This design comes from an exercise in tuning for small area and a short achievable clock period on the open sky130 flow, not from production work. At most, simulation tests tie the RTL to the original design; equivalence was not proved. The RTL of run 6 was laid out without a check of its function. Power is estimated from default activity; no workload was simulated.

`design/flow/config.mk`:
```
export PLATFORM = sky130hd
export DESIGN_NAME = conv_window_reader
export DESIGN_NICKNAME = conv_window_reader
export VERILOG_FILES = /design/flow/design.v
export SDC_FILE = /design/flow/constraint.sdc
export NUM_CORES = 4
export LEC_CHECK = 0
export CAP_MARGIN = 20
export CORE_MARGIN = 2
export CORE_UTILIZATION = 65
export SLEW_MARGIN = 20
```
`design/flow/constraint.sdc`:
```
create_clock -name core_clock -period 17.0 [get_ports {clk_i}]
set_input_delay 3.4000 -clock core_clock [delete_from_list [all_inputs] [get_ports {clk_i}]]
set_output_delay 3.4000 -clock core_clock [all_outputs]
set_load 0.01 [all_outputs]
```
`design/flow/design.v`:
```
module conv_window_reader #(
  parameter int MAX_OUTST = 4
) (
  input  logic               clk_i,
  input  logic               rst_i,
  input  logic               start_i,
  input  logic [31:0]        base_i,
  input  logic [31:0]        iw_i,
  input  logic [31:0]        ih_i,
  input  logic [31:0]        k_i,
  output logic               mem_req_o,
  output logic [31:0]        mem_addr_o,
  input  logic               mem_gnt_i,
  input  logic               mem_rvalid_i,
  output logic signed [31:0] loop_i_o,
  output logic signed [31:0] loop_j_o,
  output logic signed [31:0] loop_wi_o,
  output logic signed [31:0] loop_wj_o,
  output logic               out_valid_o,
  output logic               busy_o,
  output logic               done_o
);
  localparam int CNT_W = $clog2(MAX_OUTST + 1);
  localparam logic [CNT_W-1:0] CNT_MAX = CNT_W'(MAX_OUTST);
  logic st_busy, st_b;
  logic run, idle;
  logic [CNT_W-1:0] cnt_q;
  logic start_acc, cfg_zero, push, pop;
  logic [31:0] base_q;
  logic [9:0]  iw_q;
  logic [3:0]  km1_q;           
  logic [3:0]  wp_q, hp_q;      
  logic [9:0]  dx_q, dy_q;      
  logic        fc_q, fr_q;      
  logic [19:0] t_q;             
  logic [19:0] w_q;             
  logic        pad_q;           
  logic [9:0]  ri_q, rj_q;
  logic [4:0]  rwi_q, rwj_q;
  assign idle      = !st_busy && !st_b;
  assign run       = st_busy && st_b;
  assign start_acc = idle && start_i;
  assign cfg_zero  = (iw_i[9:0] == '0) || (ih_i[9:0] == '0) || (k_i[3:0] == '0);
  assign mem_req_o = run && (cnt_q != CNT_MAX);
  assign push      = mem_req_o && mem_gnt_i;
  assign pop       = mem_rvalid_i && (cnt_q != '0);
  assign out_valid_o = pop;
  assign busy_o    = st_busy;
  assign done_o    = !st_busy && st_b;
  assign mem_addr_o = base_q + {10'b0, (t_q & {20{!pad_q}}), 2'b00};
  logic lw, lh, li, lj, last_tap;
  assign lw = (wp_q == km1_q);
  assign lh = (hp_q == km1_q);
  assign li = (dx_q == 10'd1);
  assign lj = (dy_q == 10'd1);
  assign last_tap = lw && lh && li && lj;
  logic [3:0]  wp_n, hp_n;
  logic [9:0]  dx_n, dy_n;
  logic        fc_n, fr_n, pad_n;
  logic [19:0] t_n, w_n, t_add;
  always_comb begin
    wp_n = wp_q + 4'd1;
    hp_n = hp_q;
    dx_n = dx_q;
    dy_n = dy_q;
    fc_n = fc_q;
    fr_n = fr_q;
    w_n  = w_q;
    t_add = lw ? ({10'b0, iw_q} - {16'b0, km1_q}) : 20'd1;
    t_n  = t_q + t_add;
    if (lw) begin
      wp_n = '0;
      hp_n = hp_q + 4'd1;
      if (lh) begin
        hp_n = '0;
        t_n  = w_q;
        w_n  = w_q + 20'd1;
        fc_n = 1'b0;
        dx_n = dx_q - 10'd1;
        if (li) begin
          fc_n = 1'b1;
          dx_n = iw_q;
          fr_n = 1'b0;
          dy_n = dy_q - 10'd1;
        end
      end
    end
    pad_n = (fc_n && wp_n == '0) || (fr_n && hp_n == '0) ||
            ({6'b0, wp_n} > dx_n) || ({6'b0, hp_n} > dy_n);
  end
  always_ff @(posedge clk_i) begin
    if (start_acc) begin
      base_q <= base_i;
      iw_q   <= iw_i[9:0];
      km1_q  <= k_i[3:0] - 4'd1;
      wp_q   <= '0;
      hp_q   <= '0;
      dx_q   <= iw_i[9:0];
      dy_q   <= ih_i[9:0];
      fc_q   <= 1'b1;
      fr_q   <= 1'b1;
      t_q    <= ~{10'b0, iw_i[9:0]};             
      w_q    <= ~{10'b0, iw_i[9:0]} + 20'd1;     
      pad_q  <= 1'b1;
    end else if (push) begin
      wp_q  <= wp_n;
      hp_q  <= hp_n;
      dx_q  <= dx_n;
      dy_q  <= dy_n;
      fc_q  <= fc_n;
      fr_q  <= fr_n;
      t_q   <= t_n;
      w_q   <= w_n;
      pad_q <= pad_n;
    end
  end
  logic [4:0] rwi_inc, rwj_inc;
  logic [9:0] ri_inc;
  assign rwi_inc = rwi_q + 5'd1;
  assign rwj_inc = rwj_q + 5'd1;
  assign ri_inc  = ri_q + 10'd1;
  always_ff @(posedge clk_i) begin
    if (start_acc) begin
      ri_q  <= '0;
      rj_q  <= '0;
      rwi_q <= '1;
      rwj_q <= '1;
    end else if (pop) begin
      if (rwi_inc[3:0] != km1_q) begin
        rwi_q <= rwi_inc;
      end else begin
        rwi_q <= '1;
        if (rwj_inc[3:0] != km1_q) begin
          rwj_q <= rwj_inc;
        end else begin
          rwj_q <= '1;
          if (ri_inc != iw_q) begin
            ri_q <= ri_inc;
          end else begin
            ri_q <= '0;
            rj_q <= rj_q + 10'd1;
          end
        end
      end
    end
  end
  assign loop_i_o  = {22'b0, ri_q};
  assign loop_j_o  = {22'b0, rj_q};
  assign loop_wi_o = {{27{rwi_q[4]}}, rwi_q};
  assign loop_wj_o = {{27{rwj_q[4]}}, rwj_q};
  always_ff @(posedge clk_i) begin
    if (rst_i) begin
      cnt_q <= '0;
    end else begin
      case ({push, pop})
        2'b10:   cnt_q <= cnt_q + CNT_W'(1);
        2'b01:   cnt_q <= cnt_q - CNT_W'(1);
        default: cnt_q <= cnt_q;
      endcase
    end
  end
  always_ff @(posedge clk_i) begin
    if (rst_i) begin
      st_busy <= 1'b0;
      st_b    <= 1'b0;
    end else begin
      case ({st_busy, st_b})
        2'b00: if (start_i) begin st_busy <= !cfg_zero; st_b <= 1'b1; end
        2'b11: if (push && last_tap) st_b <= 1'b0;
        2'b10: if (pop && cnt_q == CNT_W'(1)) begin st_busy <= 1'b0; st_b <= 1'b1; end
        default: begin st_busy <= 1'b0; st_b <= 1'b0; end
      endcase
    end
  end
endmodule
```
`design/flow/flow/run.sh`:
```
#!/bin/bash
set -euo pipefail
bash standard.sh \
  "BUFFER_PORTS_ARGS=-buffer_cell sky130_fd_sc_hd__buf_1" \
  "SETUP_SLACK_MARGIN=${SETUP_MARGIN_NS:-9.0}" \
  finish > standard_flow.log 2>&1
```
`design/flow/standard.sh`:
```
#!/bin/bash
# synth_recipe.tcl (not shown) runs the flow's synth.tcl, then flattens the netlist and writes it again
# the make line also repeats each setting of config.mk as NAME=value (left out here)
make -C /OpenROAD-flow-scripts/flow DESIGN_CONFIG=/design/flow/config.mk WORK_HOME=/design/flow/orfs CLKGATE_MAP_FILE= SYNTH_SCRIPT=/design/flow/synth_recipe.tcl "${@:-finish}"
```
==> results of run 1 <==
==> stage by stage <==
stage | cell area (µm²) | total power, W | hold slack (ns) | utilization | worst slack [ns]
after floorplan | 11500 | 0.000700 | 0.452 | - | 9.64
after global routing | 12100 | 0.00118 | 0.545 | 0.707 | 9.07
final | 12100 | 0.00112 | 0.477 | 0.707 | 9.30
after global placement | 11600 | 0.000731 | 0.473 | 0.673 | 9.27
after CTS | 12100 | 0.00113 | 0.482 | 0.707 | 9.01
after detailed placement | 11600 | 0.000740 | 0.472 | 0.673 | 9.28
==> synth_stat cells (9+ instances only) <==
cell      number  area [µm²]
edfxtp_1     106        3180
nor2_1       106         398
nand2_1      101         379
buf_4        100         751
a21oi_1       71         355
ha_1          68         851
xnor2_1       68         596
o21ai_0       55         275
dfxtp_1       46         921
inv_1         43         161
xor2_1        38         333
clkbuf_1      37         139
nor3_1        37         185
nand3_1       33         165
nor2b_1       32         200
and3_1        20         125
nand4_1       17         106
o211ai_1      17         128
a211oi_1      16         120
nand2b_1      14        87.6
or3_1         14        87.6
a31oi_1       13        81.3
a21o_1        12        90.1
nor3b_1       11        82.6
nor4_1         9        56.3
o21a_1         9        67.6
==> power by group through the flow <==
stage / sequential (W) / combinational (W) / clock [W]
global route: 0.000483 / 0.000288 / 0.000404
global placement: 0.000484 / 0.000247 / 0
detailed placement: 0.000485 / 0.000254 / 0
CTS: 0.000477 / 0.000256 / 0.000392
floorplan: 0.000475 / 0.000225 / 0
finish: 0.000478 / 0.000256 / 0.000385
==> metal layers <==
metal,track usage,vias up,part of all wire
met3,0.0537,23,0.079
met4,0.0677,0,0.0082
met5,0,-,0
met2,0.461,355,0.46
li1,-,4635,-
met1,0.402,4466,0.45
==> logic make-up (layout without fill, tap and decap cells) <==
kind of cell,count (synthesis),count (layout),share of synthesized area
buffers and inverters,193,262,0.0985
adder cells (fa/ha/maj),71,71,0.0804
AND/OR/NAND/NOR,437,437,0.196
flip-flops,152,152,0.362
XOR/XNOR,107,107,0.0839
other,1,44,0.000331
multiplexers,11,11,0.0100
AO/OA/AOI/OAI,285,285,0.169
==> flip-flops by register name, indices dropped and copies added (netlist names), 3 cells and up <==
signal,cells
ri_q,10
dx_q,10
iw_q,10
cnt_q,3
w_q,20
hp_q,4
dy_q,10
km1_q,4
rj_q,10
t_q,20
base_q,32
rwj_q,5
rwi_q,5
wp_q,4
==> repair_timing <==
item | in CTS | in global routing
endpoints found under the hold margin | 0 | 0
gates resized for setup | 0 | 1
setup endpoints to repair | 0 | 6
hold buffers | 0 | 0
==> critical path, delay by kind of cell <==
kind	cells	cell delay, ns
AO/OA/AOI/OAI	1	0.60
buffers and inverters	2	0.30
==> area by class of cell <==
type	instances	area [µm²]
fillers	1409	5030
multi-input cells	955	6280
clock buffers	18	429
inverters	43	164
flip-flops and latches	152	4110
well taps	225	282
repair buffers	187	728
clock inverters	14	163
==> worst paths after layout <==
kind | to | cells past startpoint
worst max-delay path | out_valid_o | 3
worst min-delay path | fr_q | 2
worst max register to register | t_q[19] | 16
worst min register to register | fr_q | 2
==> metrics.md, run 1 <==
| Metric | Value |
|---|---|
| Status | `complete, no violations` |
| CTS tree | `done` |
| Post-CTS Setup Bufs | `0` |
| Chip height | `approximately 140 µm` |
| CTS Root Cell | `clkbuf_16` |
| CTS Sinks | `about 150` |
| Placed cell count | `1562` |
| Largest fanout on the critical path | `9` |
| Routed vias | `about 9.5k` |
| Maximum vdd drop | `roughly 0.071 mV` |
| Min Tclk post-route | `approximately 7.7 ns` |
| Post-route DRC | `0` |
| Nets | `1560` |
| Crit path top cell by count | `buf_1` |
| Crit path DAT | `about 4.3 ns` |
| Reg power frac | `0.427` |
| Worst Setup Start Kind | `input port` |
| Critical path class | `input port to output port` |
| Post-synth EDFFs | `approximately 110` |
| Antenna violations before repair | `0` |
| 1st-pass router iterations | `5` |
| Slew Limit Headroom | `0.325` |
| Post-DR wirelength/cell | `~17 µm` |
| Hpwl dp | `19.4 mm` |
| Largest net degree at the start of global routing | `72` |
| R2R Path Start | `km1_q[0]` |
| Internal power | `~0.00076 W` |
| Library cells used by synthesis | `between 80 and 90` |
| Initial DRC count | `779` |
| CP startpoint | `mem_rvalid_i` |
| Setup Skew | `0.0118 ns` |
| RSZ-0062 raised after global routing | `no` |
| Total Routed Length | `~27 mm` |
| Cts bufs inserted | `17` |
| Worst Hold Class | `flip-flop to flip-flop` |
| Crit end category | `output port` |
| # diodes | `0` |
| GPL Wtd Cong | `0.893` |
| Fraction of registers with async set or reset after synthesis | `0` |
| Top FF cell, synth | `edfxtp_1` |
| # rows | `48` |
| Commonest cells after routing, fill and taps aside | `180 x buf_1, 106 x edfxtp_1, 105 x nor2_1` |
| GRT Overall Usage | `0.286` |
| Combinational Power Share | `0.229` |
| Sw frac | `0.319` |
| Final Max Tran Viols | `0` |
| Clk buf depth | `2` |
| FF-to-FF setup slack | `around 12 ns` |
| Seq/Total Area, Yosys | `0.362` |
| Period utilization | `0.453` |
| Yosys reg bits | `about 150` |
| Critical-path cell list | `buf_1, a21boi_1, buf_1` |
| Most common cell after layout, fill and taps aside | `buf_1` |
| Final Hold Vio Count | `0` |
| Clock network power share | `0.344` |
| IO Port Bufs | `between 150 and 200` |
| Worst-Skew Late Latency | `0.43 ns` |
| Slowest CP cell | `a21boi_1` |
| Final setup TNS | `0 ns` |
| Core area | `between 0.015 and 0.02 mm²` |
| Die Wd | `between 100 and 150 µm` |
| Pwr Density | `92.1 mW/mm²` |
| Vias/cell | `around 5.9` |
| Gr ovfl total | `0` |
| Area delta synth->final | `7.19%` |
| IO Count | `roughly 300` |
| Synth Warn # | `1` |
| Finished Layout Cells | `1594` |
| Maxcap violations | `0` |
| Pin slew with the least headroom to its limit | `around 1.0 ns` |
| Fmax | `0.130 GHz` |
| Die area | `~0.019 mm²` |
| Post-Synthesis Mean Instance Area | `~9 µm²` |
| CP max stage delay | `0.60 ns` |
| Post-Syn Area | `between 0.01 and 0.015 mm²` |
| Clock-pin slew of the registers on the worst-case setup and hold paths | `~0.060 ns` |
| Final setup viols | `0` |
| Antenna Nets Post-Route | `0` |
| Vias in the first global route | `8431` |
| CP Data Required Time | `~14 ns` |
| First-pass GRT wire length | `41.8 mm` |
| P_sw | `approximately 0.00036 W` |
| Hold_sp | `fr_q` |
| Pleak | `about 4.6 nW` |
| Initial Util | `0.660` |
| Fraction of layout cells with a size suffix above 1 | `0.0482` |
| CTS H-tree depth | `4` |
| Mapped Cells | `around 1.3k` |
==> run 2: changes to the inputs <==
==> design/flow/flow/run.sh (replaced) <==
#!/bin/bash
set -euo pipefail
bash standard.sh \
  "BUFFER_PORTS_ARGS=-buffer_cell sky130_fd_sc_hd__buf_1" \
  "SETUP_SLACK_MARGIN=${SETUP_MARGIN_NS:-9.8}" \
  finish > standard_flow.log 2>&1
==> metrics.md, run 2 <==
| Metric | Value |
|---|---|
| GPL Wtd Cong | `around 0.88` |
| CP Data Required Time | `between 10 and 15 ns` |
| Commonest cells after routing, fill and taps aside | `178 x buf_1, 106 x edfxtp_1, 105 x nor2_1` |
| Largest fanout on the critical path | `2` |
| GRT Overall Usage | `0.285` |
| Crit path top cell by count | `buf_6` |
| Setup Skew | `about 0.012 ns` |
| R2R cell count | `16` |
| Pleak | `approximately 4.6 nW` |
| Nets | `around 1.6k` |
| Cts bufs inserted | `17` |
| Crit path DAT | `between 3 and 4 ns` |
| Capture point of the worst path | `out_valid_o` |
| Antenna violations before repair | `0` |
| 1st-pass router iterations | `5` |
| Library cells used by synthesis | `just over 80` |
| FF-to-FF End | `t_q[19]` |
| Clk buf depth | `2` |
| Pin slew with the least headroom to its limit | `0.978 ns` |
| Biggest regs | `base_q (32), t_q (20), w_q (20)` |
| # rows | `48` |
| Final setup viols | `0` |
| Post-synth EDFFs | `approximately 110` |
| Pwr Density | `91.4 mW/mm²` |
| Initial DRC count | `approximately 650` |
| RSZ-0062 raised after global routing | `no` |
| Worst-Skew Late Latency | `0.43 ns` |
| Vias in the first global route | `8202` |
| FF-to-FF setup slack | `between 10 and 15 ns` |
| Fmax | `0.139 GHz` |
| Die Wd | `136 µm` |
| CP max stage delay | `0.18 ns` |
| Final Hold Vio Count | `0` |
| Crit end category | `output port` |
| CP startpoint | `mem_rvalid_i` |
| Most common cell after layout, fill and taps aside | `buf_1` |
| Largest net degree at the start of global routing | `about 70` |
| Post-synth top area cell | `edfxtp_1` |
| Post-Synthesis Mean Instance Area | `around 9 µm²` |
| Critical path class | `input port to output port` |
| # diodes | `0` |
| WHS | `a little over 0.5 ns` |
| Die area | `between 0.015 and 0.02 mm²` |
| Status | `complete, no violations` |
| Core area | `0.0172 mm²` |
| Post-DR wirelength/cell | `about 17 µm` |
| CTS H-tree depth | `4` |
| Fraction of registers with async set or reset after synthesis | `0` |
| Critical-path cell list | `buf_6, a21boi_4, buf_6` |
| Routed vias | `9493` |
| Final Max Tran Viols | `0` |
| Period utilization | `0.422` |
| CTS tree | `done` |
| Hpwl dp | `approximately 19 mm` |
| Number of flip-flops in the largest register | `32` |
| Fraction of layout cells with a size suffix above 1 | `0.0547` |
| CTS Hold Buffers Added | `0` |
| DP Area | `approximately 0.012 mm²` |
| CTS Root Cell | `clkbuf_16` |
| Worst Hold Class | `flip-flop to flip-flop` |
| Chip height | `136 µm` |
| Total Routed Length | `26.6 mm` |
| Initial Util | `0.660` |
| CTS Sinks | `roughly 150` |
| IO Port Bufs | `between 150 and 200` |
| Maximum vdd drop | `approximately 0.073 mV` |
| IO Count | `297` |
| Worst Setup Start Kind | `input port` |
| Maxcap violations | `0` |
| Commonest cells in the netlist | `106 x edfxtp_1, 106 x nor2_1, 101 x nand2_1` |
| Gr ovfl total | `0` |
| Post-synth top area share | `0.281` |
| Final setup TNS | `0 ns` |
| Largest cells by area after synthesis | `edfxtp_1 28%, dfxtp_1 8.1%, ha_1 7.5%` |
| R2R Path Start | `km1_q[0]` |
| Vias/cell | `just under 6` |
| Clock-pin slew of the registers on the worst-case setup and hold paths | `~0.07 ns` |
| Yosys reg bits | `152` |
| Area delta synth->final | `7.71%` |
| Mapped Cells | `about 1.3k` |
| Post-layout util | `0.711` |
| Seq/Total Area, Yosys | `0.362` |
| Synth Warn # | `1` |
| Slowest CP cell | `a21boi_4` |
| First-pass GRT wire length | `about 42 mm` |
| Post-Syn Area | `between 0.01 and 0.015 mm²` |
| Min Tclk post-route | `7.17 ns` |
| Slew Limit Headroom | `0.347` |
| Top FF cell, synth | `edfxtp_1` |
| Register with the most flip-flops | `base_q` |
| Final Instance Area | `~0.012 mm²` |
| Antenna Nets Post-Route | `0` |
| Post-route DRC | `0` |
run 2: changes by cell type in the layout (fill, tap and decap cells not counted), moves of 2 or more:
| cell | change |
|---|---|
| inv_4 | +5 |
| clkinvlp_4 | -4 |
| buf_4 | +3 |
| inv_6 | -3 |
| buf_1 | -2 |
| buf_6 | +2 |
| bufinv_16 | -2 |
| clkbuf_16 | +2 |
run 2: worst min-delay path by stage:
stage / slack, ns / cells after the start / start / to
after floorplan: 0.45 / 2 / fr_q / fr_q
after global placement: 0.48 / 2 / fr_q / fr_q
after detailed placement: 0.48 / 2 / fr_q / fr_q
after CTS: 0.51 / 2 / rwj_q[1] / rwj_q[1]
after global routing: 0.54 / 2 / rj_q[1] / rj_q[1]
final: 0.51 / 2 / rwj_q[1] / rwj_q[1]
run 2: final cells by class:
type	count	area, µm²
Timing Repair Buffer	190	766
Multi-Input combinational cell	955	6310
Tap cell	225	282
Clock inverter	13	103
Inverter	43	164
Sequential cell	152	4110
Fill cell	1426	4970
Clock buffer	19	475
run 2: cells by family after synthesis:
kind of cell	after synthesis	synth area share
AOI/OAI and AO/OA	285	0.169
buffers and inverters	193	0.0985
DFF	152	0.362
xor gates and xnor gates	107	0.0839
other	1	0.000331
muxes	11	0.0100
and+or+nand+nor	437	0.196
adders and majority gates	71	0.0804
run 2: power by group:
part / internal, W / total, W / switching, W
logic: 0.000108 / 0.000262 / 0.000155
clock network: 0.000208 / 0.000374 / 0.000166
registers: 0.000438 / 0.000479 / 0.0000404
run 2: what timing repair did:
action | CTS | global route
endpoints found under the setup margin | 10 | 8
pin swaps | 1 | 1
gates resized for setup | 5 | 4
setup buffers | 2 | 2
run 2: per-layer routing:
layer,global-route usage,share of wire,vias to the layer above
met5,0,0,-
met4,0.0787,0.015,0
met3,0.0466,0.085,31
met2,0.435,0.44,379
met1,0.419,0.46,4441
li1,-,-,4642
run 2: worst max-delay path: cells and delay by family:
| kind | cells | cell delay, ns |
|---|---|---|
| AOI/OAI and AO/OA | 1 | 0.18 |
| buffers and inverters | 2 | 0.19 |
run 2: stage by stage:
step,instances,worst slack [ns],total power [W]
2_1_floorplan,1300,9.84,0.000701
3_3_place_gp,1561,9.49,0.000733
3_5_place_dp,1561,9.49,0.000741
4_1_cts,1595,9.78,0.00112
5_1_grt,1597,9.77,0.00117
6_report,1597,9.83,0.00112
==> run 3: changes to the inputs <==
--- a/design/flow/config.mk
+++ b/design/flow/config.mk
@@ -7,2 +7,3 @@
 export LEC_CHECK = 0
+export ABC_AREA = 1
 export CAP_MARGIN = 20
==> metrics.md, run 3 <==
| Metric | Value |
|---|---|
| Largest cells by area after synthesis | `edfxtp_1 27%, nand2_1 11%, dfxtp_1 7.7%` |
| Min Tclk post-route | `approximately 7 ns` |
| Post-route DRC | `0` |
| Antenna violations before repair | `0` |
| Register area | `around 0.0041 mm²` |
| FF-to-FF End | `t_q[13]` |
| CP startpoint | `mem_rvalid_i` |
| Worst Hold Class | `flip-flop to flip-flop` |
| Fmax | `roughly 0.14 GHz` |
| CTS H-tree depth | `4` |
| Commonest cells in the netlist | `337 x nand2_1, 184 x inv_1, 141 x nor2_1` |
| IO Count | `around 300` |
| IO Port Bufs | `180` |
| Maximum vdd drop | `0.104 mV` |
| Most used routing layer | `met2` |
| Maxcap violations | `0` |
| Yosys reg bits | `~150` |
| Clock-pin slew of the registers on the worst-case setup and hold paths | `roughly 0.07 ns` |
| Die area | `just under 0.02 mm²` |
| Largest net degree at the start of global routing | `slightly above 60` |
| Nets | `1885` |
| WHS | `around 0.45 ns` |
| Pleak | `5.70 nW` |
| Status | `complete, no violations` |
| Pin slew with the least headroom to its limit | `~0.9 ns` |
| Worst Setup Start Kind | `input port` |
| Chip height | `139 µm` |
| GPL Wtd Cong | `about 0.95` |
| Hpwl dp | `roughly 23 mm` |
| Initial Util | `0.662` |
| R2R cell count | `18` |
| # rows | `between 40 and 50` |
| Final Max Tran Viols | `0` |
| Final setup TNS | `0 ns` |
| Library cells used by synthesis | `55` |
| Clk buf depth | `2` |
| R2R Path Start | `iw_q[0]` |
| Synth Warn # | `1` |
| Total Routed Length | `just over 30 mm` |
| Top FF cell, synth | `edfxtp_1` |
| Gr ovfl total | `0` |
| Die Wd | `around 140 µm` |
| Crit end category | `output port` |
| Met3 GRT Util | `0.0568` |
| CP Data Required Time | `13.60 ns` |
| Core area | `about 0.018 mm²` |
| Cts bufs inserted | `17` |
| CTS Root Cell | `clkbuf_16` |
| GR Util met2 | `0.495` |
| # diodes | `0` |
| Mapped Cells | `around 1.6k` |
| Commonest cells after routing, fill and taps aside | `335 x nand2_1, 183 x inv_1, 179 x buf_1` |
| Post-synth top area share | `0.268` |
| Pwr Density | `92.7 mW/mm²` |
| Biggest regs | `base_q (32), t_q (20), w_q (20)` |
| Count leader, synth | `nand2_1` |
| GR Util met1 | `0.428` |
| Post-synth EDFFs | `106` |
| CTS tree | `done` |
| Vias/cell | `between 5 and 6` |
| Most common cell after layout, fill and taps aside | `nand2_1` |
| Capture point of the worst path | `out_valid_o` |
| Worst-Skew Late Latency | `0.44 ns` |
| Setup Skew | `0.0100 ns` |
| Largest fanout on the critical path | `2` |
| Post-DR wirelength/cell | `between 15 and 20 µm` |
| First-pass GRT wire length | `about 48 mm` |
| Post-synth top area cell | `edfxtp_1` |
| Area of the multi-input gates | `approximately 0.0063 mm²` |
| Seq/Total Area, Yosys | `0.345` |
| Number of flip-flops in the largest register | `32` |
| Vias in the first global route | `9540` |
| Routed vias | `10.5k` |
| Period utilization | `0.418` |
| Slew Limit Headroom | `0.397` |
| Final Hold Vio Count | `0` |
| 1st-pass router iterations | `8` |
| Register with the most flip-flops | `base_q` |
| Post-Synthesis Mean Instance Area | `7.64 µm²` |
| Antenna Nets Post-Route | `0` |
| Crit path DAT | `3.71 ns` |
| Post-Syn Area | `0.0119 mm²` |
| GRT Overall Usage | `0.310` |
| Fraction of layout cells with a size suffix above 1 | `0.0626` |
| Critical path class | `input port to output port` |
| Fill count | `between 1k and 1.5k` |
| Initial DRC count | `879` |
| FF-to-FF setup slack | `12.63 ns` |
| CTS Sinks | `152` |
| Final setup viols | `0` |
| Area delta synth->final | `7.70%` |
| RSZ-0062 raised after global routing | `no` |
| Fraction of registers with async set or reset after synthesis | `0` |
## run 3: cell types whose count changed in the layout (fill, tap and decap cells not counted), sizes merged, moves of 25 or more
| cell | change |
|---|---|
| xnor2 | -41 |
| xor2 | +25 |
| nand3 | +54 |
| nand2 | +251 |
| nor2b | -31 |
| nor2 | +48 |
| o21ai | +37 |
| inv | +147 |
## run 3: power by group
group | switching (W) | internal (W)
logic | 0.000199 | 0.000103
registers | 0.0000373 | 0.000439
clock network | 0.000175 | 0.000234
total | 0.000410 | 0.000776
## run 3: logic make-up (layout without fill, tap and decap cells)
kind of cell             Yosys count  count (layout)  share of synthesized area
AND/OR/NAND/NOR                  674             674                      0.253
buffers and inverters            322             417                      0.137
AO/OA/AOI/OAI                    246             246                      0.121
flip-flops                       152             152                      0.345
XOR/XNOR                          90              90                     0.0663
adder cells (fa/ha/maj)           71              71                     0.0766
other                              1              44                   0.000316
## run 3: worst min-delay path by stage
stage	from	to	cells after the start
2_1_floorplan	fr_q	fr_q	2
5_1_grt	fr_q	fr_q	2
3_3_place_gp	fr_q	fr_q	2
4_1_cts	fr_q	fr_q	2
3_5_place_dp	fr_q	fr_q	2
6_report	fr_q	fr_q	2
## run 3: final cells by class
type	instances	share of cell area
timing repair buffer	188	0.0576
inverter	197	0.0578
tap	229	0.0224
sequential	152	0.321
clock inverter	15	0.0150
clock buffer	17	0.0332
multi-input combinational	1125	0.493
## run 3: stage by stage
step / util / power (W) / instance area (µm²) / setup slack [ns] / instances
finish: 0.712 / 0.00119 / 12800 / 9.89 / 1923
global route: 0.712 / 0.00125 / 12800 / 9.84 / 1923
CTS: 0.712 / 0.00119 / 12800 / 9.81 / 1922
detailed placement: 0.677 / 0.000779 / 12200 / 9.54 / 1889
global placement: 0.677 / 0.000770 / 12200 / 9.55 / 1889
floorplan: - / 0.000744 / 12000 / 9.89 / 1599
## run 3: repair_timing
action / in CTS / in global routing
gates resized for setup: 3 / 1
gates cloned: 0 / 0
setup endpoints to repair: 1 / 2
hold buffers: 0 / 0
buffers inserted: 1 / 1
hold endpoints to repair: 0 / 0
pin swaps: 0 / 1
## run 3: worst max-delay path: stages
cell     delay [ns]
buf_1          0.08
nand2_2        0.06
inv_2          0.05
buf_2          0.12
## run 3: metal layers
| metal | vias to the layer above | wire length, µm |
|---|---|---|
| met3 | 46 | 2290 |
| li1 | 5291 | - |
| met5 | - | 0 |
| met4 | 0 | 806 |
| met2 | 444 | 13700 |
| met1 | 4765 | 13500 |
==> run 4: changes to the inputs <==
--- a/design/flow/config.mk
+++ b/design/flow/config.mk
@@ -7,3 +7,2 @@
 export LEC_CHECK = 0
-export ABC_AREA = 1
 export CAP_MARGIN = 20
@@ -11,2 +10,3 @@
 export CORE_UTILIZATION = 65
+export CTS_BUF_LIST = sky130_fd_sc_hd__clkbuf_8
 export SLEW_MARGIN = 20
==> metrics.md, run 4 <==
| Metric | Value |
|---|---|
| Maximum vdd drop | `about 0.05 mV` |
| Worst Hold Class | `flip-flop to flip-flop` |
| CP top delay family | `buffers and inverters` |
| Pleak | `roughly 4.5 nW` |
| Core area | `between 0.015 and 0.02 mm²` |
| Final setup TNS | `0 ns` |
| Most common cell after layout, fill and taps aside | `buf_1` |
| Synth Warn # | `1` |
| Die Wd | `between 100 and 150 µm` |
| GRT Overall Usage | `0.283` |
| Number of flip-flops in the largest register | `32` |
| Biggest regs | `base_q (32), t_q (20), w_q (20)` |
| Status | `complete, no violations` |
| Hold path depth | `2` |
| Post-synth top area share | `0.281` |
| Period utilization | `0.422` |
| Critical-path cell list | `buf_6, a21boi_4, buf_6` |
| Crit path DAT | `3.78 ns` |
| Vias in the first global route | `between 8k and 9k` |
| Setup Skew | `approximately 0.021 ns` |
| P_sw | `around 0.00035 W` |
| Clk buf depth | `2` |
| Fill count | `1455` |
| Post-synth EDFFs | `~110` |
| 1st-pass router iterations | `5` |
| Gr ovfl total | `0` |
| Post-synth top area cell | `edfxtp_1` |
| Largest cells by area after synthesis | `edfxtp_1 28%, dfxtp_1 8.1%, ha_1 7.5%` |
| RSZ-0062 raised after global routing | `no` |
| Antenna Nets Post-Route | `0` |
| Die area | `between 0.015 and 0.02 mm²` |
| Final Hold Vio Count | `0` |
| Clock-pin slew of the registers on the worst-case setup and hold paths | `about 0.090 ns` |
| Routed vias | `around 9.4k` |
| Cts bufs inserted | `17` |
| Maxcap violations | `0` |
| CTS Hold Buffers Added | `0` |
| CTS tree | `done` |
| CTS Root Cell | `clkbuf_8` |
| # diodes | `0` |
| FF-to-FF setup slack | `roughly 12 ns` |
| Mapped Cells | `between 1k and 1.5k` |
| Yosys reg bits | `between 150 and 200` |
| Register with the most flip-flops | `base_q` |
| Pin slew with the least headroom to its limit | `0.982 ns` |
| IO Port Bufs | `180` |
| GPL Wtd Cong | `between 0.8 and 0.9` |
| Clock network power share | `0.280` |
| Antenna violations before repair | `0` |
| CP max stage delay | `between 0.15 and 0.2 ns` |
| Post-DR wirelength/cell | `around 16 µm` |
| Initial DRC count | `approximately 650` |
| Min Tclk post-route | `7.18 ns` |
| Post-Synthesis Mean Instance Area | `9.02 µm²` |
| Slowest CP cell | `a21boi_4` |
| Post-Syn Area | `roughly 0.011 mm²` |
| Crit path top cell by count | `buf_6` |
| CTS H-tree depth | `4` |
| CP Data Required Time | `13.60 ns` |
| # rows | `48` |
| Final Max Tran Viols | `0` |
| CTS Sinks | `about 150` |
| Post-layout util | `0.700` |
| Register area | `between 0.004 and 0.005 mm²` |
| Fmax | `around 0.14 GHz` |
| Setup slack after layout | `between 9 and 10 ns` |
| Hpwl dp | `just under 20 mm` |
| Worst Setup Start Kind | `input port` |
| Critical path class | `input port to output port` |
| Commonest cells in the netlist | `106 x edfxtp_1, 106 x nor2_1, 101 x nand2_1` |
| Pwr Density | `about 85 mW/mm²` |
| Slew Limit Headroom | `0.344` |
| Final setup viols | `0` |
| Area delta synth->final | `6.08%` |
| Largest fanout on the critical path | `2` |
| Initial Util | `0.660` |
| Fraction of registers with async set or reset after synthesis | `0` |
| IO Count | `297` |
| R2R cell count | `16` |
| Post-route DRC | `0` |
| Pre-CTS worst setup slack | `around 9.5 ns` |
| FF-to-FF End | `t_q[19]` |
| Area of the multi-input gates | `approximately 0.0063 mm²` |
| Commonest cells after routing, fill and taps aside | `178 x buf_1, 106 x edfxtp_1, 105 x nor2_1` |
| Crit end category | `output port` |
| Bufs and invs on worst path | `2` |
| Seq/Total Area, Yosys | `0.362` |
| Reg power frac | `0.465` |
| Hold_sp | `fr_q` |
| Sw frac | `0.339` |
| Total Routed Length | `~26 mm` |
| Internal power | `roughly 0.0007 W` |
| Library cells used by synthesis | `about 80` |
| WHS | `approximately 0.5 ns` |
| R2R Path Start | `km1_q[0]` |
| Worst hold endpoint | `fr_q` |
| Nets | `roughly 1.6k` |
| Vias/cell | `slightly below 6` |
| Chip height | `about 140 µm` |
| Fraction of layout cells with a size suffix above 1 | `0.0547` |
| Top FF cell, synth | `edfxtp_1` |
| Largest net degree at the start of global routing | `between 70 and 80` |
| First-pass GRT wire length | `about 41 mm` |
| Combinational Power Share | `0.255` |
| Worst-Skew Late Latency | `between 0.4 and 0.5 ns` |
==> run 4: changes by cell type after synthesis, moves of 19 or more <==
cell      before  now
and3_1         0   20
clkbuf_1      12   37
nor2_1       141  106
xnor2_1       27   68
o21ai_0       74   55
nand3_1       82   33
nor2b_1        1   32
xor2_1        63   38
inv_1        184   43
nand2_1      337  101
==> run 4: layout make-up <==
type / count / area share
flip-flops and latches: 152 / 0.342
clock inverters: 15 / 0.0135
well taps: 225 / 0.0234
clock buffers: 17 / 0.0195
multi-input cells: 955 / 0.525
inverters: 43 / 0.0136
repair buffers: 189 / 0.0631
==> run 4: per-layer routing <==
layer  GRT usage  vias to the layer above  wire length [µm]
met5           0                        -                 0
met4      0.0851                        0               399
met3      0.0451                       36              1890
met2       0.423                      340             11700
met1       0.421                     4414             12400
li1            -                     4632                 -
==> run 4: timing repair <==
| item | CTS | global route |
|---|---|---|
| setup buffers | 3 | 0 |
| pin swaps | 1 | 0 |
| setup endpoints to repair | 10 | 8 |
| resized for setup | 5 | 5 |
==> run 4: cell families (layout without fill, tap and decap cells) <==
| kind of cell | Yosys count | in the layout | share of synthesized area |
|---|---|---|---|
| and+or+nand+nor | 437 | 437 | 0.196 |
| AOI/OAI and AO/OA | 285 | 285 | 0.169 |
| other | 1 | 44 | 0.000331 |
| xor gates and xnor gates | 107 | 107 | 0.0839 |
| buffers and inverters | 193 | 264 | 0.0985 |
| muxes | 11 | 11 | 0.0100 |
| DFF | 152 | 152 | 0.362 |
| adders and majority gates | 71 | 71 | 0.0804 |
==> run 4: worst max path at each step <==
stage                 startpoint          end  depth (start not counted)
floorplan           mem_rvalid_i  out_valid_o                          1
global placement    mem_rvalid_i  out_valid_o                          3
detailed placement  mem_rvalid_i  out_valid_o                          3
CTS                 mem_rvalid_i  out_valid_o                          3
global route        mem_rvalid_i  out_valid_o                          3
finish              mem_rvalid_i  out_valid_o                          3
==> run 4: metrics by stage <==
step / area, µm² / instances / total power [W]
floorplan: 11500 / 1300 / 0.000701
global placement: 11600 / 1561 / 0.000733
detailed placement: 11600 / 1561 / 0.000741
CTS: 12000 / 1596 / 0.00103
global route: 12000 / 1596 / 0.00108
finish: 12000 / 1596 / 0.00103
==> run 4: tightest hold or removal path, cell delays in order, from the launching register on <==
cell and delay [ns]:
dfxtp_1 0.31, inv_1 0.06, o21ai_0 0.08
==> run 4: power groups by stage <==
stage / Sequential [W] / Clock [W] / Combinational, W
final: 0.000478 / 0.000287 / 0.000262
after global routing: 0.000484 / 0.000305 / 0.000294
after CTS: 0.000478 / 0.000292 / 0.000261
after detailed placement: 0.000486 / 0 / 0.000255
after global placement: 0.000485 / 0 / 0.000248
after floorplan: 0.000475 / 0 / 0.000226
==> run 5: changes to the inputs <==
==> design/flow/run.sh (new file) <==
#!/bin/bash
# synth_recipe.tcl (not shown) runs the flow's synth.tcl, then flattens the netlist and writes it again
# the make line also repeats each setting of config.mk as NAME=value (left out here)
make -C /OpenROAD-flow-scripts/flow DESIGN_CONFIG=/design/flow/config.mk WORK_HOME=/design/flow/orfs CLKGATE_MAP_FILE= SYNTH_SCRIPT=/design/flow/synth_recipe.tcl finish
--- a/design/flow/config.mk
+++ b/design/flow/config.mk
@@ -9,4 +9,3 @@
 export CORE_MARGIN = 2
-export CORE_UTILIZATION = 65
-export CTS_BUF_LIST = sky130_fd_sc_hd__clkbuf_8
+export CORE_UTILIZATION = 40
 export SLEW_MARGIN = 20
removed: design/flow/flow/run.sh
removed: design/flow/standard.sh
==> metrics.md, run 5 <==
| Metric | Value |
|---|---|
| Status | `complete, no violations` |
| Placed cell count | `approximately 1.7k` |
| Critical path class | `flip-flop to output port` |
| Period utilization | `0.491` |
| Most common cell after layout, fill and taps aside | `clkdlybuf4s50_1` |
| Critical-path cell list | `nand2b_1, inv_1, ha_1, a211oi_1, o21bai_1, a2111oi_0, o31ai_1, a211oi_2, or2_2, o22a_1, clkdlybuf4s50_1` |
| Synth Warn # | `1` |
| Library cells used by synthesis | `82` |
| Top FF cell, synth | `edfxtp_1` |
| Worst-Skew Late Latency | `roughly 0.42 ns` |
| Yosys reg bits | `152` |
| CTS tree | `done` |
| CTS Sinks | `approximately 150` |
| First-pass GRT wire length | `about 44 mm` |
| Setup Skew | `approximately 0.0091 ns` |
| Clk buf depth | `2` |
| Die area | `between 0.02 and 0.03 mm²` |
| Number of flip-flops in the largest register | `32` |
| Post-route DRC | `0` |
| Largest net degree at the start of global routing | `82` |
| GRT Overall Usage | `0.187` |
| CTS Root Cell | `clkbuf_16` |
| Maxcap violations | `0` |
| # diodes | `0` |
| Worst Setup Start Kind | `flip-flop` |
| Fraction of layout cells with a size suffix above 1 | `0.0489` |
| Post_cts resized | `0` |
| Crit path DAT | `slightly below 5 ns` |
| Antenna Nets Post-Route | `0` |
| Post-DR wirelength/cell | `16.1 µm` |
| Crit end category | `output port` |
| Core area | `approximately 0.028 mm²` |
| Post-Synthesis Mean Instance Area | `about 9 µm²` |
| Largest cells by area after synthesis | `edfxtp_1 28%, dfxtp_1 8.1%, ha_1 7.5%` |
| Min Tclk post-route | `between 8 and 9 ns` |
| CTS H-tree depth | `4` |
| Initial Util | `0.407` |
| DP Area | `0.0129 mm²` |
| IO Port Bufs | `180` |
| Fraction of registers with async set or reset after synthesis | `0` |
| Pwr Density | `between 80 and 90 mW/mm²` |
| Vias/cell | `approximately 5.3` |
| CTS Hold Buffers Added | `0` |
| 1st-pass router iterations | `5` |
| Cts bufs inserted | `17` |
| Register with the most flip-flops | `base_q` |
| Commonest cells after routing, fill and taps aside | `180 x clkdlybuf4s50_1, 106 x edfxtp_1, 105 x nor2_1` |
| IO Count | `between 200 and 300` |
| Chip height | `around 170 µm` |
| Worst Hold Class | `flip-flop to flip-flop` |
| Hpwl dp | `around 21 mm` |
| Post-CTS Setup Bufs | `0` |
| Final Hold Vio Count | `0` |
| Commonest cells in the netlist | `106 x edfxtp_1, 106 x nor2_1, 101 x nand2_1` |
| Final setup TNS | `0 ns` |
| Initial DRC count | `723` |
| Slew Limit Headroom | `0.349` |
| Post-Syn Area | `between 0.01 and 0.015 mm²` |
| Largest fanout on the critical path | `23` |
| Vias in the first global route | `between 8k and 9k` |
| Final Max Tran Viols | `0` |
| Routed vias | `between 9k and 10k` |
| Maximum vdd drop | `roughly 0.066 mV` |
| GPL Wtd Cong | `0.847` |
| Post-synth top area cell | `edfxtp_1` |
| Die Wd | `around 170 µm` |
| Mapped Cells | `between 1k and 1.5k` |
| Total Routed Length | `approximately 28 mm` |
| Pleak | `around 5.1 nW` |
| WHS | `around 0.49 ns` |
| Area delta synth->final | `19.0%` |
| Clock-pin slew of the registers on the worst-case setup and hold paths | `approximately 0.070 ns` |
| Post-synth top area share | `0.281` |
| RSZ-0062 raised after global routing | `no` |
| Biggest regs | `base_q (32), t_q (20), w_q (20)` |
| Pin slew with the least headroom to its limit | `approximately 0.97 ns` |
| Finished Layout Cells | `around 1.7k` |
| Fmax | `roughly 0.12 GHz` |
| Gr ovfl total | `0` |
| Slowest CP cell | `dfxtp_1` |
| Final Instance Area | `about 0.013 mm²` |
| Nets | `around 1.6k` |
| Antenna violations before repair | `0` |
| # rows | `61` |
| Seq/Total Area, Yosys | `0.362` |
| CP max stage delay | `approximately 0.93 ns` |
| Post-synth EDFFs | `106` |
| CP Data Required Time | `13.60 ns` |
| Final setup viols | `0` |
-- run 5: cell counts after synthesis --
No cell type changed its count.
-- run 5: final timing paths --
kind / from / slack (ns) / cells past startpoint / end
setup / recovery: pad_q / 8.66 / 11 / mem_addr_o[23]
hold / removal: fr_q / 0.49 / 2 / fr_q
setup reg to reg: km1_q[0] / 12.25 / 16 / t_q[19]
hold reg to reg: fr_q / 0.49 / 2 / fr_q
-- run 5: routing by layer --
layer / vias up / track usage / routed length (µm)
met5: - / 0 / 0
met4: 0 / 0.0424 / 334
met3: 24 / 0.0327 / 1650
met2: 246 / 0.296 / 12400
met1: 4345 / 0.266 / 13800
li1: 4642 / - / -
-- run 5: power by group --
group / switching, W / total (W) / leakage [nW] / internal, W
logic: 0.000153 / 0.000307 / 3.46 / 0.000154
registers: 0.0000399 / 0.000479 / 1.37 / 0.000439
clock network: 0.000160 / 0.000390 / 0.300 / 0.000230
total: 0.000353 / 0.00118 / 5.12 / 0.000822
-- run 5: kinds of logic (layout without fill, tap and decap cells) --
group           after synthesis  count (layout)  synth area share
other cells                   1              44          0.000331
compound gates              285             285             0.169
mux                          11              11            0.0100
xor+xnor                    107             107            0.0839
simple gates                437             437             0.196
fa+ha+maj                    71              71            0.0804
flops                       152             152             0.362
buf+inv                     193             263            0.0985
-- run 5: cell type report --
type,instances,area [µm²]
clock buffer,19,464
timing repair buffer,188,1860
inverter,43,164
tap,378,473
sequential,152,4100
clock inverter,13,138
fill,2637,14400
multi-input combinational,955,6280
-- run 5: per-stage QoR --
stage                     setup slack [ns]  utilization  total power (W)
after global routing                  8.16        0.484          0.00124
after floorplan                       9.64            -         0.000700
after CTS                             8.55        0.484          0.00119
after detailed placement              8.81        0.462         0.000794
after global placement                8.83        0.462         0.000789
final                                 8.66        0.484          0.00118
-- run 5: worst max-delay path: cells and delay by family, from the launching register on --
kind	cells	cell delay, ns
flops	1	0.93
buf+inv	2	0.59
compound gates	6	2.17
simple gates	2	0.52
fa+ha+maj	1	0.28
==> run 6: changes to the inputs <==
--- a/design/flow/design.v
+++ b/design/flow/design.v
@@ -24,2 +24,27 @@
   localparam logic [CNT_W-1:0] CNT_MAX = CNT_W'(MAX_OUTST);
+  function automatic logic [19:0] inc20(input logic [19:0] a);
+    logic c;
+    c = 1'b1;
+    for (int n = 0; n < 20; n++) begin
+      inc20[n] = a[n] ^ c;
+      c = c & a[n];
+    end
+  endfunction
+  function automatic logic [19:0] dec20(input logic [19:0] a);
+    logic c;
+    c = 1'b1;
+    for (int n = 0; n < 20; n++) begin
+      dec20[n] = a[n] ^ c;
+      c = c & ~a[n];
+    end
+  endfunction
+  function automatic logic [19:0] add20(input logic [19:0] a, input logic [19:0] b,
+                                        input logic ci);
+    logic c;
+    c = ci;
+    for (int n = 0; n < 20; n++) begin
+      add20[n] = a[n] ^ b[n] ^ c;
+      c = (a[n] & b[n]) | (c & (a[n] ^ b[n]));
+    end
+  endfunction
   logic st_busy, st_b;
@@ -56,2 +81,11 @@
   assign last_tap = lw && lh && li && lj;
+  logic [19:0] wp_inc, hp_inc, dx_dec, dy_dec, w_inc, c2, t_add, t_sum;
+  assign wp_inc = inc20({16'b0, wp_q});
+  assign hp_inc = inc20({16'b0, hp_q});
+  assign dx_dec = dec20({10'b0, dx_q});
+  assign dy_dec = dec20({10'b0, dy_q});
+  assign w_inc  = inc20(w_q);
+  assign c2     = add20({10'b0, iw_q}, {16'hffff, ~km1_q}, 1'b1);
+  assign t_add  = lw ? c2 : 20'd1;
+  assign t_sum  = add20(t_q, t_add, 1'b0);
   logic [3:0]  wp_n, hp_n;
@@ -59,5 +93,5 @@
   logic        fc_n, fr_n, pad_n;
-  logic [19:0] t_n, w_n, t_add;
+  logic [19:0] t_n, w_n;
   always_comb begin
-    wp_n = wp_q + 4'd1;
+    wp_n = wp_inc[3:0];
     hp_n = hp_q;
@@ -68,13 +102,12 @@
     w_n  = w_q;
-    t_add = lw ? ({10'b0, iw_q} - {16'b0, km1_q}) : 20'd1;
-    t_n  = t_q + t_add;
+    t_n  = t_sum;
     if (lw) begin
       wp_n = '0;
-      hp_n = hp_q + 4'd1;
+      hp_n = hp_inc[3:0];
       if (lh) begin
         hp_n = '0;
-        t_n  = w_q;
-        w_n  = w_q + 20'd1;
+        w_n  = w_inc;
+        t_n  = w_inc;
         fc_n = 1'b0;
-        dx_n = dx_q - 10'd1;
+        dx_n = dx_dec[9:0];
         if (li) begin
@@ -83,3 +116,3 @@
           fr_n = 1'b0;
-          dy_n = dy_q - 10'd1;
+          dy_n = dy_dec[9:0];
         end
@@ -102,3 +135,3 @@
       t_q    <= ~{10'b0, iw_i[9:0]};             
-      w_q    <= ~{10'b0, iw_i[9:0]} + 20'd1;     
+      w_q    <= ~{10'b0, iw_i[9:0]};
       pad_q  <= 1'b1;
@@ -116,7 +149,7 @@
   end
-  logic [4:0] rwi_inc, rwj_inc;
-  logic [9:0] ri_inc;
-  assign rwi_inc = rwi_q + 5'd1;
-  assign rwj_inc = rwj_q + 5'd1;
-  assign ri_inc  = ri_q + 10'd1;
+  logic [19:0] rwi_inc, rwj_inc, ri_inc, rj_inc;
+  assign rwi_inc = inc20({15'b0, rwi_q});
+  assign rwj_inc = inc20({15'b0, rwj_q});
+  assign ri_inc  = inc20({10'b0, ri_q});
+  assign rj_inc  = inc20({10'b0, rj_q});
   always_ff @(posedge clk_i) begin
@@ -129,3 +162,3 @@
       if (rwi_inc[3:0] != km1_q) begin
-        rwi_q <= rwi_inc;
+        rwi_q <= rwi_inc[4:0];
       end else begin
@@ -133,10 +166,10 @@
         if (rwj_inc[3:0] != km1_q) begin
-          rwj_q <= rwj_inc;
+          rwj_q <= rwj_inc[4:0];
         end else begin
           rwj_q <= '1;
-          if (ri_inc != iw_q) begin
-            ri_q <= ri_inc;
+          if (ri_inc[9:0] != iw_q) begin
+            ri_q <= ri_inc[9:0];
           end else begin
             ri_q <= '0;
-            rj_q <= rj_q + 10'd1;
+            rj_q <= rj_inc[9:0];
           end
==> design/flow/flow/run.sh (new file) <==
#!/bin/bash
set -euo pipefail
bash standard.sh \
  "BUFFER_PORTS_ARGS=-buffer_cell sky130_fd_sc_hd__buf_1" \
  "SETUP_SLACK_MARGIN=${SETUP_MARGIN_NS:-9.8}" \
  finish > standard_flow.log 2>&1
==> design/flow/standard.sh (new file) <==
#!/bin/bash
# synth_recipe.tcl (not shown) runs the flow's synth.tcl, then flattens the netlist and writes it again
# the make line also repeats each setting of config.mk as NAME=value (left out here)
make -C /OpenROAD-flow-scripts/flow DESIGN_CONFIG=/design/flow/config.mk WORK_HOME=/design/flow/orfs CLKGATE_MAP_FILE= SYNTH_SCRIPT=/design/flow/synth_recipe.tcl "${@:-finish}"
--- a/design/flow/config.mk
+++ b/design/flow/config.mk
@@ -9,3 +9,4 @@
 export CORE_MARGIN = 2
-export CORE_UTILIZATION = 40
+export CORE_UTILIZATION = 65
+export CTS_BUF_LIST = sky130_fd_sc_hd__clkbuf_8
 export SLEW_MARGIN = 20
removed: design/flow/run.sh
==> metrics.md, run 6 <==
| Metric | Value |
|---|---|
| Biggest regs | `base_q (32), t_q (20), w_q (20)` |
| Post-synth top area cell | `edfxtp_1` |
| Clk buf depth | `2` |
| R2R Path Start | `km1_q[0]` |
| Min Tclk post-route | `around 8.3 ns` |
| Fraction of registers with async set or reset after synthesis | `0` |
| Routed wl met2 | `slightly below 10 mm` |
| Met3 wire len | `approximately 1.5 mm` |
| Worst Hold Class | `flip-flop to flip-flop` |
| Post-Synthesis Mean Instance Area | `about 10 µm²` |
| IO Count | `about 300` |
| Post-Syn Area | `about 0.010 mm²` |
| Final Instance Area | `0.0111 mm²` |
| Status | `complete, no violations` |
| Pin slew with the least headroom to its limit | `0.912 ns` |
| Library cells used by synthesis | `60` |
| Core area | `0.0153 mm²` |
| Slew Limit Headroom | `0.390` |
| Hold_sp | `fr_q` |
| CTS Root Cell | `clkbuf_8` |
| Fmax | `0.120 GHz` |
| Final setup viols | `0` |
| CP Data Required Time | `roughly 17 ns` |
| Pleak | `roughly 4.7 nW` |
| CP startpoint | `km1_q[0]` |
| Vias/cell | `between 5 and 6` |
| Die Wd | `130 µm` |
| Setup Skew | `~0.013 ns` |
| WHS | `approximately 0.48 ns` |
| Final Hold Vio Count | `0` |
| Initial Util | `0.669` |
| Crit path top cell by count | `fa_2` |
| Total Routed Length | `around 21 mm` |
| Vias in the first global route | `between 6k and 7k` |
| RSZ-0062 raised after global routing | `yes` |
| Final setup TNS | `0 ns` |
| Worst-Skew Late Latency | `0.47 ns` |
| Commonest cells in the netlist | `106 x edfxtp_1, 104 x ha_1, 104 x nor2_1` |
| # diodes | `0` |
| Count leader, synth | `edfxtp_1` |
| Nets | `roughly 1.4k` |
| CP max stage delay | `approximately 0.52 ns` |
| Fraction of layout cells with a size suffix above 1 | `0.0807` |
| # rows | `45` |
| Post-route DRC | `0` |
| Maximum vdd drop | `approximately 0.065 mV` |
| Initial DRC count | `approximately 540` |
| Post-layout util | `0.723` |
| Crit path DAT | `around 8.5 ns` |
| Antenna violations before repair | `0` |
| Top FF cell, synth | `edfxtp_1` |
| GRT Overall Usage | `0.259` |
| Metal1 wirelength | `roughly 9.5 mm` |
| Pwr Density | `90.1 mW/mm²` |
| Cts bufs inserted | `17` |
| Register with the most flip-flops | `base_q` |
| Clock-pin slew of the registers on the worst-case setup and hold paths | `roughly 0.090 ns` |
| Crit end category | `flip-flop` |
| Antenna Nets Post-Route | `0` |
| Seq/Total Area, Yosys | `0.400` |
| IO Port Bufs | `180` |
| Period utilization | `0.490` |
| Largest cells by area after synthesis | `edfxtp_1 31%, ha_1 13%, dfxtp_1 9.0%` |
| Slowest CP cell | `edfxtp_1` |
| Die area | `around 0.017 mm²` |
| Most common cell after layout, fill and taps aside | `buf_1` |
| Post-synth top area share | `0.311` |
| CTS Sinks | `about 150` |
| DP Area | `between 0.01 and 0.015 mm²` |
| Chip height | `around 130 µm` |
| Post-DR wirelength/cell | `15.3 µm` |
| Number of flip-flops in the largest register | `32` |
| Yosys reg bits | `roughly 150` |
| 1st-pass router iterations | `5` |
| Commonest cells after routing, fill and taps aside | `178 x buf_1, 106 x edfxtp_1, 104 x nor2_1` |
| GPL Wtd Cong | `0.821` |
| Largest fanout on the critical path | `4` |
| Mapped Cells | `between 1k and 1.5k` |
| Routed vias | `7418` |
| Post-synth EDFFs | `between 100 and 150` |
| Area delta synth->final | `8.05%` |
| Synth Warn # | `1` |
| Final Max Tran Viols | `0` |
| Maxcap violations | `0` |
| Highest Signal Layer | `met4` |
| Critical path class | `flip-flop to flip-flop` |
| Hpwl dp | `~15 mm` |
| CTS tree | `done` |
| Power Total | `~0.0010 W` |
| First-pass GRT wire length | `between 30 and 40 mm` |
| Gr ovfl total | `0` |
| Largest net degree at the start of global routing | `66` |
| CTS H-tree depth | `4` |
| Worst Setup Start Kind | `flip-flop` |
==> run 6: cells by family after synthesis <==
logic type | synth area share
AO/OA/AOI/OAI | 0.109
buffers and inverters | 0.117
XOR/XNOR | 0.0547
AND/OR/NAND/NOR | 0.130
flip-flops | 0.400
other | 0.000366
adder cells (fa/ha/maj) | 0.170
multiplexers | 0.0187
==> run 6: what timing repair did <==
item,4_1_cts,5_1_grt
hold buffers,0,0
setup endpoints to repair,10,14
resized for setup,12,5
pin swaps,5,2
buffers inserted,10,1
==> run 6: worst paths after layout <==
kind | endpoint | slack [ns] | cells after the start
min reg2reg | fr_q | 0.48 | 2
max reg2reg | t_q[19] | 8.67 | 28
min | fr_q | 0.48 | 2
max | t_q[19] | 8.67 | 28
==> run 6: worst max-delay path, delay by kind of cell, from the launching register on <==
family	cells	cell delay, ns
xor gates and xnor gates	2	0.26
adders and majority gates	20	6.88
buffers and inverters	3	0.15
AOI/OAI and AO/OA	1	0.10
DFF	1	0.52
and+or+nand+nor	2	0.14
==> run 6: through the flow <==
stage	setup slack [ns]	std cells
2_1_floorplan	9.00	1071
3_3_place_gp	8.66	1333
3_5_place_dp	8.58	1333
4_1_cts	8.70	1375
5_1_grt	8.41	1376
6_report	8.67	1376
==> run 6: area by class of cell <==
cell class / instances / area (µm²)
well taps: 211 / 264
multi-input cells: 711 / 5230
clock inverters: 15 / 154
fillers: 1214 / 4240
inverters: 73 / 278
flip-flops and latches: 152 / 4110
clock buffers: 17 / 234
repair buffers: 197 / 810
==> run 6: power by group <==
group	total, W	leakage [nW]	internal [W]	switching, W
combinational	0.000256	3.14	0.000103	0.000153
sequential	0.000465	1.37	0.000437	0.0000275
clock	0.000276	0.194	0.000121	0.000155
total	0.000998	4.70	0.000661	0.000336
==> run 6: layer usage <==
layer  up-vias  track usage
met4         0       0.0658
li1       3691            -
met2       252        0.408
met5         -            0
met1      3456        0.365
met3        19       0.0603
==> run 7: changes to the inputs <==
--- a/design/flow/design.v
+++ b/design/flow/design.v
@@ -74,3 +74,43 @@
   assign done_o    = !st_busy && st_b;
-  assign mem_addr_o = base_q + {10'b0, (t_q & {20{!pad_q}}), 2'b00};
+  function automatic logic [29:0] add30bk(input logic [29:0] a, input logic [29:0] b);
+    logic [29:0] g, p, x;
+    x = a ^ b;
+    g = a & b;
+    p = x;
+    for (int d = 1; d < 30; d = d * 2) begin
+      for (int n = 2 * d - 1; n < 30; n = n + 2 * d) begin
+        g[n] = g[n] | (p[n] & g[n-d]);
+        p[n] = p[n] & p[n-d];
+      end
+    end
+    for (int d = 8; d >= 1; d = d / 2) begin
+      for (int n = 3 * d - 1; n < 30; n = n + 2 * d) begin
+        g[n] = g[n] | (p[n] & g[n-d]);
+        p[n] = p[n] & p[n-d];
+      end
+    end
+    add30bk = x ^ {g[28:0], 1'b0};
+  endfunction
+  function automatic logic [31:0] add32bk(input logic [31:0] a, input logic [31:0] b);
+    logic [31:0] g, p, x;
+    x = a ^ b;
+    g = a & b;
+    p = x;
+    for (int d = 1; d < 32; d = d * 2) begin
+      for (int n = 2 * d - 1; n < 32; n = n + 2 * d) begin
+        g[n] = g[n] | (p[n] & g[n-d]);
+        p[n] = p[n] & p[n-d];
+      end
+    end
+    for (int d = 8; d >= 1; d = d / 2) begin
+      for (int n = 3 * d - 1; n < 32; n = n + 2 * d) begin
+        g[n] = g[n] | (p[n] & g[n-d]);
+        p[n] = p[n] & p[n-d];
+      end
+    end
+    add32bk = x ^ {g[30:0], 1'b0};
+  endfunction
+  logic [29:0] asum;
+  assign asum = add30bk(base_q[31:2], {10'b0, t_q & {20{!pad_q}}});
+  assign mem_addr_o = {asum, base_q[1:0]};
   logic lw, lh, li, lj, last_tap;
@@ -89,6 +129,8 @@
   assign t_add  = lw ? c2 : 20'd1;
-  assign t_sum  = add20(t_q, t_add, 1'b0);
+  logic [31:0] t_sum32;
+  assign t_sum32 = add32bk({12'b0, t_q}, {12'b0, t_add});
+  assign t_sum = t_sum32[19:0];
   logic [3:0]  wp_n, hp_n;
   logic [9:0]  dx_n, dy_n;
-  logic        fc_n, fr_n, pad_n;
+  logic        fc_n, fr_n, pad_n, ypad_n, ypad_q;
   logic [19:0] t_n, w_n;
@@ -120,4 +162,7 @@
     end
-    pad_n = (fc_n && wp_n == '0) || (fr_n && hp_n == '0) ||
-            ({6'b0, wp_n} > dx_n) || ({6'b0, hp_n} > dy_n);
+    ypad_n = ypad_q;
+    if (!lw)      pad_n = ypad_q || ({6'b0, wp_q} >= dx_q);
+    else if (!lh) begin ypad_n = ({6'b0, hp_q} >= dy_q); pad_n = fc_q || ypad_n; end
+    else if (!li) begin ypad_n = fr_q; pad_n = fr_q; end
+    else          begin ypad_n = 1'b0; pad_n = 1'b1; end
   end
@@ -137,2 +182,3 @@
       pad_q  <= 1'b1;
+      ypad_q <= 1'b1;
     end else if (push) begin
@@ -147,2 +193,3 @@
       pad_q <= pad_n;
+      ypad_q <= ypad_n;
     end
--- a/design/flow/config.mk
+++ b/design/flow/config.mk
@@ -9,3 +9,3 @@
 export CORE_MARGIN = 2
-export CORE_UTILIZATION = 65
+export CORE_UTILIZATION = 80
 export CTS_BUF_LIST = sky130_fd_sc_hd__clkbuf_8
==> metrics.md, run 7 <==
| Metric | Value |
|---|---|
| Mapped Cells | `979` |
| Fraction of layout cells with a size suffix above 1 | `0.0513` |
| Slowest CP cell | `buf_6` |
| Maximum vdd drop | `about 0.095 mV` |
| Final setup TNS | `0 ns` |
| Largest cells by area after synthesis | `edfxtp_1 31%, ha_1 15%, dfxtp_1 9.3%` |
| Worst Setup Start Kind | `input port` |
| Fraction of registers with async set or reset after synthesis | `0` |
| Area delta synth->final | `6.30%` |
| Post-DR wirelength/cell | `around 16 µm` |
| CTS H-tree depth | `4` |
| R2R Path Start | `km1_q[0]` |
| Crit end category | `output port` |
| Post-route DRC | `0` |
| Final Max Tran Viols | `0` |
| Die area | `0.0136 mm²` |
| Area of the multi-input gates | `0.00504 mm²` |
| Post-synth EDFFs | `approximately 110` |
| # diodes | `0` |
| Setup Skew | `roughly 0.012 ns` |
| Initial Util | `0.812` |
| Clk buf depth | `2` |
| Pin slew with the least headroom to its limit | `approximately 1 ns` |
| Antenna violations before repair | `0` |
| 1st-pass router iterations | `8` |
| Gr ovfl total | `0` |
| Cts bufs inserted | `17` |
| Initial DRC count | `561` |
| Post-Synthesis Mean Instance Area | `between 10 and 15 µm²` |
| First-pass GRT wire length | `roughly 31 mm` |
| Chip height | `about 120 µm` |
| RSZ-0062 raised after global routing | `no` |
| Post-Syn Area | `a little over 0.01 mm²` |
| CTS Root Cell | `clkbuf_8` |
| Nets | `about 1.4k` |
| Commonest cells in the netlist | `124 x ha_1, 106 x edfxtp_1, 101 x buf_4` |
| Final setup viols | `0` |
| Commonest cells after routing, fill and taps aside | `178 x buf_1, 124 x ha_1, 106 x edfxtp_1` |
| WHS | `about 0.48 ns` |
| Fill count | `752` |
| Crit path DAT | `approximately 3.7 ns` |
| IO Count | `between 200 and 300` |
| IO Port Bufs | `180` |
| Post-synth top area cell | `edfxtp_1` |
| Vias in the first global route | `approximately 6.6k` |
| Worst-Skew Late Latency | `~0.46 ns` |
| Synth Warn # | `1` |
| Crit path top cell by count | `buf_6` |
| Yosys reg bits | `153` |
| Register area | `a little over 0.004 mm²` |
| GRT Overall Usage | `0.300` |
| Largest fanout on the critical path | `3` |
| Hpwl dp | `approximately 14 mm` |
| Seq/Total Area, Yosys | `0.407` |
| Fmax | `between 0.1 and 0.15 GHz` |
| Vias/cell | `~5.7` |
| Routed vias | `7253` |
| Number of flip-flops in the largest register | `32` |
| Slew Limit Headroom | `0.329` |
| Min Tclk post-route | `7.14 ns` |
| Finished Layout Cells | `around 1.3k` |
| GPL Wtd Cong | `~0.83` |
| CP Data Required Time | `13.60 ns` |
| Total Routed Length | `between 20 and 25 mm` |
| Clock-pin slew of the registers on the worst-case setup and hold paths | `about 0.08 ns` |
| CP max stage delay | `between 0.1 and 0.15 ns` |
| Status | `complete, no violations` |
| CTS Sinks | `around 150` |
| Placed cell count | `1247` |
| Biggest regs | `base_q (32), t_q (20), w_q (20)` |
| Count leader, synth | `ha_1` |
| Hold_sp | `fr_q` |
| Library cells used by synthesis | `between 50 and 60` |
| Antenna Nets Post-Route | `0` |
| Largest net degree at the start of global routing | `between 70 and 80` |
| Register with the most flip-flops | `base_q` |
| Pwr Density | `between 80 and 90 mW/mm²` |
| Pleak | `around 4.7 nW` |
| Core area | `between 0.01 and 0.015 mm²` |
| CTS Hold Buffers Added | `0` |
| Worst Hold Class | `flip-flop to flip-flop` |
| # rows | `~40` |
| CP startpoint | `mem_rvalid_i` |
| Top FF cell, synth | `edfxtp_1` |
| Power Total | `around 0.00095 W` |
| Final Hold Vio Count | `0` |
| Post-synth top area share | `0.314` |
| Die Wd | `~120 µm` |
| Period utilization | `0.420` |
| Critical path class | `input port to output port` |
| Critical-path cell list | `buf_6, o21ai_4, inv_4, buf_6` |
| Most common cell after layout, fill and taps aside | `buf_1` |
| Maxcap violations | `0` |
| CTS tree | `done` |
-- run 7: changes by cell type in the layout (fill, tap and decap cells not counted), moves of 5 or more --
cell      delta
inv_6        -5
o21ai_0      +7
fa_2        -19
fa_1        +20
buf_4        -8
ha_1        +22
nand2_1      +9
o211ai_1     -6
xnor2_1      -6
nor2b_1      +7
a211oi_1    -11
nor2_1      -34
xor2_1       +7
-- run 7: logic make-up after synthesis --
group | after synthesis | share of synthesized area
other | 1 | 0.000370
XOR/XNOR | 64 | 0.0554
flip-flops | 153 | 0.407
AO/OA/AOI/OAI | 152 | 0.0942
AND/OR/NAND/NOR | 253 | 0.120
adder cells (fa/ha/maj) | 147 | 0.199
buffers and inverters | 198 | 0.113
multiplexers | 11 | 0.0109
-- run 7: repair_timing --
action	4_1_cts	5_1_grt
setup buffers	2	2
setup endpoints to repair	15	5
pin swaps	0	2
resized for setup	7	2
-- run 7: path summary, 6_finish.rpt --
path                            slack (ns)          end  cells after the start
worst min-delay path                  0.48         fr_q                      2
worst min register to register        0.48         fr_q                      2
worst max-delay path                  9.86  out_valid_o                      4
worst max register to register       10.79      t_q[19]                     26
-- run 7: stage by stage --
stage | util | worst slack (ns) | area, µm²
final | 0.863 | 9.86 | 10800
after global routing | 0.863 | 9.80 | 10800
after CTS | 0.862 | 9.82 | 10700
after detailed placement | 0.828 | 9.51 | 10300
after global placement | 0.828 | 9.53 | 10300
after floorplan | - | 9.88 | 10300
-- run 7: routing by layer --
layer / global-route usage / share of wire / up-vias
met4: 0.119 / 0.019 / 0
met1: 0.393 / 0.42 / 3428
met2: 0.500 / 0.50 / 290
li1: - / - / 3499
met5: 0 / 0 / -
met3: 0.0540 / 0.064 / 36
-- run 7: cell type report --
| class | instances | area share |
|---|---|---|
| Multi-Input combinational cell | 671 | 0.468 |
| Sequential cell | 153 | 0.384 |
| Timing Repair Buffer | 188 | 0.0698 |
| Inverter | 67 | 0.0237 |
| Clock buffer | 18 | 0.0230 |
| Tap cell | 172 | 0.0200 |
| Clock inverter | 14 | 0.0120 |
-- run 7: critical path, delay by kind of cell --
| family | cells | cell delay (ns) |
|---|---|---|
| AO/OA/AOI/OAI | 1 | 0.06 |
| buffers and inverters | 3 | 0.28 |
-- run 7: report_power, final --
group          switching, W  internal [W]
Clock              0.000135      0.000132
Sequential        0.0000268      0.000439
Combinational      0.000135     0.0000868
Total              0.000297      0.000657

[afterwards: timing with drivers on the ports]
How much do the figures lean on ideal ports? The routed layouts below were timed once more, with nothing changed but the port constraints. Step 1: set_driving_cell puts a clkbuf_16 on clk_i and a buf_2 on each other input, an assumption about the parent block. Step 2 also shifts input and output timing later by t, the mid clock arrival at the registers, as if the neighbouring blocks saw the same clock. Three values: no drivers, after step 1, after step 2; two values: the first two.
| run | t, ns | setup slack, ns | worst slew at a driven data input, ns | cell pins on the clock port's net |
|---|---|---|---|---|
| run 1 | 0.475 | 9.302 / 9.277 / 9.277 | 0.05 | 1 |
| run 2 | 0.473 | 9.828 / 9.791 / 9.791 | 0.05 | 1 |
| run 3 | 0.489 | 9.889 / 9.863 / 9.863 | 0.06 | 1 |
| run 4 | 0.499 | 9.824 / 9.787 / 9.787 | 0.05 | 1 |
| run 5 | 0.470 | 8.658 / 8.609 / 8.795 | 0.06 | 1 |
| run 6 | 0.508 | 8.668 / 8.668 / 8.668 | 0.05 | 1 |
| run 7 | 0.494 | 9.859 / 9.825 / 9.825 | 0.04 | 1 |
After both steps every run listed still meets setup and hold.
